From an optimization exercise on the open Yosys and OpenROAD flow, aimed at small area; shortcuts taken in it are not production practice. Only simulation tests tie the RTL to the original design; equivalence was not proved. No activity file was given, so power comes from the tool's default toggle rates.

==> flow/design.v (excerpt) <==
module mmu_top (
  input  logic      clk_i,
  input  logic      rst_ni,
  input  logic      enable_translation_i,
  input  logic      flush_tlb_i,
  input  mmu_pkg::ppn_t      satp_ppn_i,
  input  mmu_pkg::priv_lvl_t priv_lvl_i,
  input  mmu_pkg::priv_lvl_t ld_st_priv_lvl_i,
  input  logic      sum_i,
  input  logic      fetch_req_i,
  input  mmu_pkg::vaddr_t    fetch_vaddr_i,
  output logic      fetch_valid_o,
  output mmu_pkg::paddr_t    fetch_paddr_o,
  output mmu_pkg::exc_t      fetch_exc_o,
  input  logic      lsu_req_i,
  input  logic      lsu_is_store_i,
  input  mmu_pkg::vaddr_t    lsu_vaddr_i,
  output logic      lsu_dtlb_hit_o,
  output mmu_pkg::ppn_t      lsu_dtlb_ppn_o,
  output logic      lsu_valid_o,
  output mmu_pkg::paddr_t    lsu_paddr_o,
  output mmu_pkg::exc_t      lsu_exc_o,
  output logic      mem_req_o,
  output mmu_pkg::paddr_t    mem_addr_o,
  input  logic      mem_rvalid_i,
  input  mmu_pkg::pte_t      mem_rdata_i
);
Size in the first run: roughly 2400 cells after synthesis, roughly 550 I/O pins.
Settings: LEC_CHECK=0, CAP_MARGIN=5, CORE_MARGIN=2, CORE_UTILIZATION=70, GPL_TIMING_DRIVEN=0, SLEW_MARGIN=5; clock period 8.5 ns.
standard.sh (not shown) runs the stock make flow with config.mk's settings and CLKGATE_MAP_FILE= SYNTH_SCRIPT=/design/flow/synth_recipe.tcl, a recipe that flattens the netlist after the stock synthesis.
==> flow/flow/run.sh <==
#!/bin/bash
# Standard layout, with the smallest buffer on the ports, no dummy clock loads
# and larger clock sink clusters.
set -euo pipefail
export BUFFER_PORTS_ARGS="-buffer_cell sky130_fd_sc_hd__buf_1"
export CTS_ARGS="-sink_clustering_enable -repair_clock_nets -dont_use_dummy_load -buf_list sky130_fd_sc_hd__clkbuf_8 -sink_clustering_size 16 -sink_clustering_max_diameter 45"
bash standard.sh > standard_flow.log 2>&1
The first run produced a clean layout.
Change:
==> flow/flow/run.sh (replaced) <==
#!/bin/bash
# Standard layout, with the smallest buffer on the ports, no dummy clock loads
# and larger clock sink clusters.
set -euo pipefail
export BUFFER_PORTS_ARGS="-buffer_cell sky130_fd_sc_hd__buf_1"
export CTS_ARGS="-sink_clustering_enable -repair_clock_nets -dont_use_dummy_load -buf_list sky130_fd_sc_hd__clkbuf_16 -sink_clustering_size 32 -sink_clustering_max_diameter 60"
bash standard.sh > standard_flow.log 2>&1
Settings changed: CAP_MARGIN 5 to 20, GPL_TIMING_DRIVEN 0 to unset, SLEW_MARGIN 5 to 20.
The changed run went through all stages and came out clean. Routed wire length came out lower by 8.8%. Worst setup slack is better by 0.27 ns. Worst hold slack is worse by 0.012 ns. Die area does not change.

========
mmu_top again, from the RTL that the note above started with.
clock: 8.5 ns
lec_check: 0
cap_margin: 20
core_margin: 2
core_utilization: 88
slew_margin: 20
==> flow/flow/run.sh <==
#!/bin/bash
# Standard layout, with the smallest buffer on the ports, no dummy clock loads
# and larger clock sink clusters.
set -euo pipefail
export BUFFER_PORTS_ARGS="-buffer_cell sky130_fd_sc_hd__buf_1"
export CTS_ARGS="-sink_clustering_enable -repair_clock_nets -dont_use_dummy_load -buf_list sky130_fd_sc_hd__clkbuf_8 -sink_clustering_size 16 -sink_clustering_max_diameter 45"
bash standard.sh > standard_flow.log 2>&1
==> next run, changes <==
--- a/flow/config.mk
+++ b/flow/config.mk
@@ -7,5 +7,5 @@
 export LEC_CHECK = 0
-export CAP_MARGIN = 20
+export CAP_MARGIN = 0
 export CORE_MARGIN = 2
-export CORE_UTILIZATION = 88
-export SLEW_MARGIN = 20
+export CORE_UTILIZATION = 70
+export SLEW_MARGIN = 0
After rerunning:
- setup slack improved by 520 ps
- die area grows by a quarter to a third
- fmax grows by a little under a tenth
==> next run, changes <==
==> flow/flow/run.sh (replaced) <==
#!/bin/bash
# Standard layout, with the smallest buffer on the ports, no dummy clock loads
# and larger clock sink clusters.
set -euo pipefail
export BUFFER_PORTS_ARGS="-buffer_cell sky130_fd_sc_hd__buf_1"
export CTS_ARGS="-sink_clustering_enable -repair_clock_nets -dont_use_dummy_load -buf_list sky130_fd_sc_hd__clkbuf_8 -sink_clustering_size 20 -sink_clustering_max_diameter 45"
bash standard.sh > standard_flow.log 2>&1
--- a/flow/config.mk
+++ b/flow/config.mk
@@ -7,5 +7,5 @@
 export LEC_CHECK = 0
-export CAP_MARGIN = 0
+export CAP_MARGIN = 20
 export CORE_MARGIN = 2
-export CORE_UTILIZATION = 70
-export SLEW_MARGIN = 0
+export CORE_UTILIZATION = 80
+export SLEW_MARGIN = 20
Effect:
- global-route usage climbs by 5.2 points
- power drops by 2.2%
- sequential cell count is unchanged

re-timing with driven ports:
The flow's constraints put no driver on any port. The routed layouts listed below were extracted and timed again, unchanged, in two steps.
Step 1, drivers: a clkbuf_16 drives clk_i and a buf_2 each remaining input, both assumed.
Step 2 adds t to the input delays and takes it off the output delays; t is the mean of the earliest and latest rising clock arrival at the registers after step 1. Input paths then give back, and output paths get back, about the clock's delay inside the block.
a / b / c = no drivers / after step 1 / after step 2; a / b = the first two.
run	t, ns	setup WS [ns]	cell pins on the clock port's net
the first run of note 1	0.681	1.095 / 1.049 / 1.049	1
the second run of note 1	0.650	1.365 / 1.340 / 1.340	1
the first run of note 2	0.752	0.792 / 0.760 / 0.760	1
the second run of note 2	0.669	1.314 / 1.289 / 1.289	1
the third run of note 2	0.707	1.345 / 1.317 / 1.317	1
After both steps every run listed still meets setup and hold. The setup slack of the first run of note 1, which loses most, moves by -0.046 ns with the drivers and by -0.046 ns with both steps.
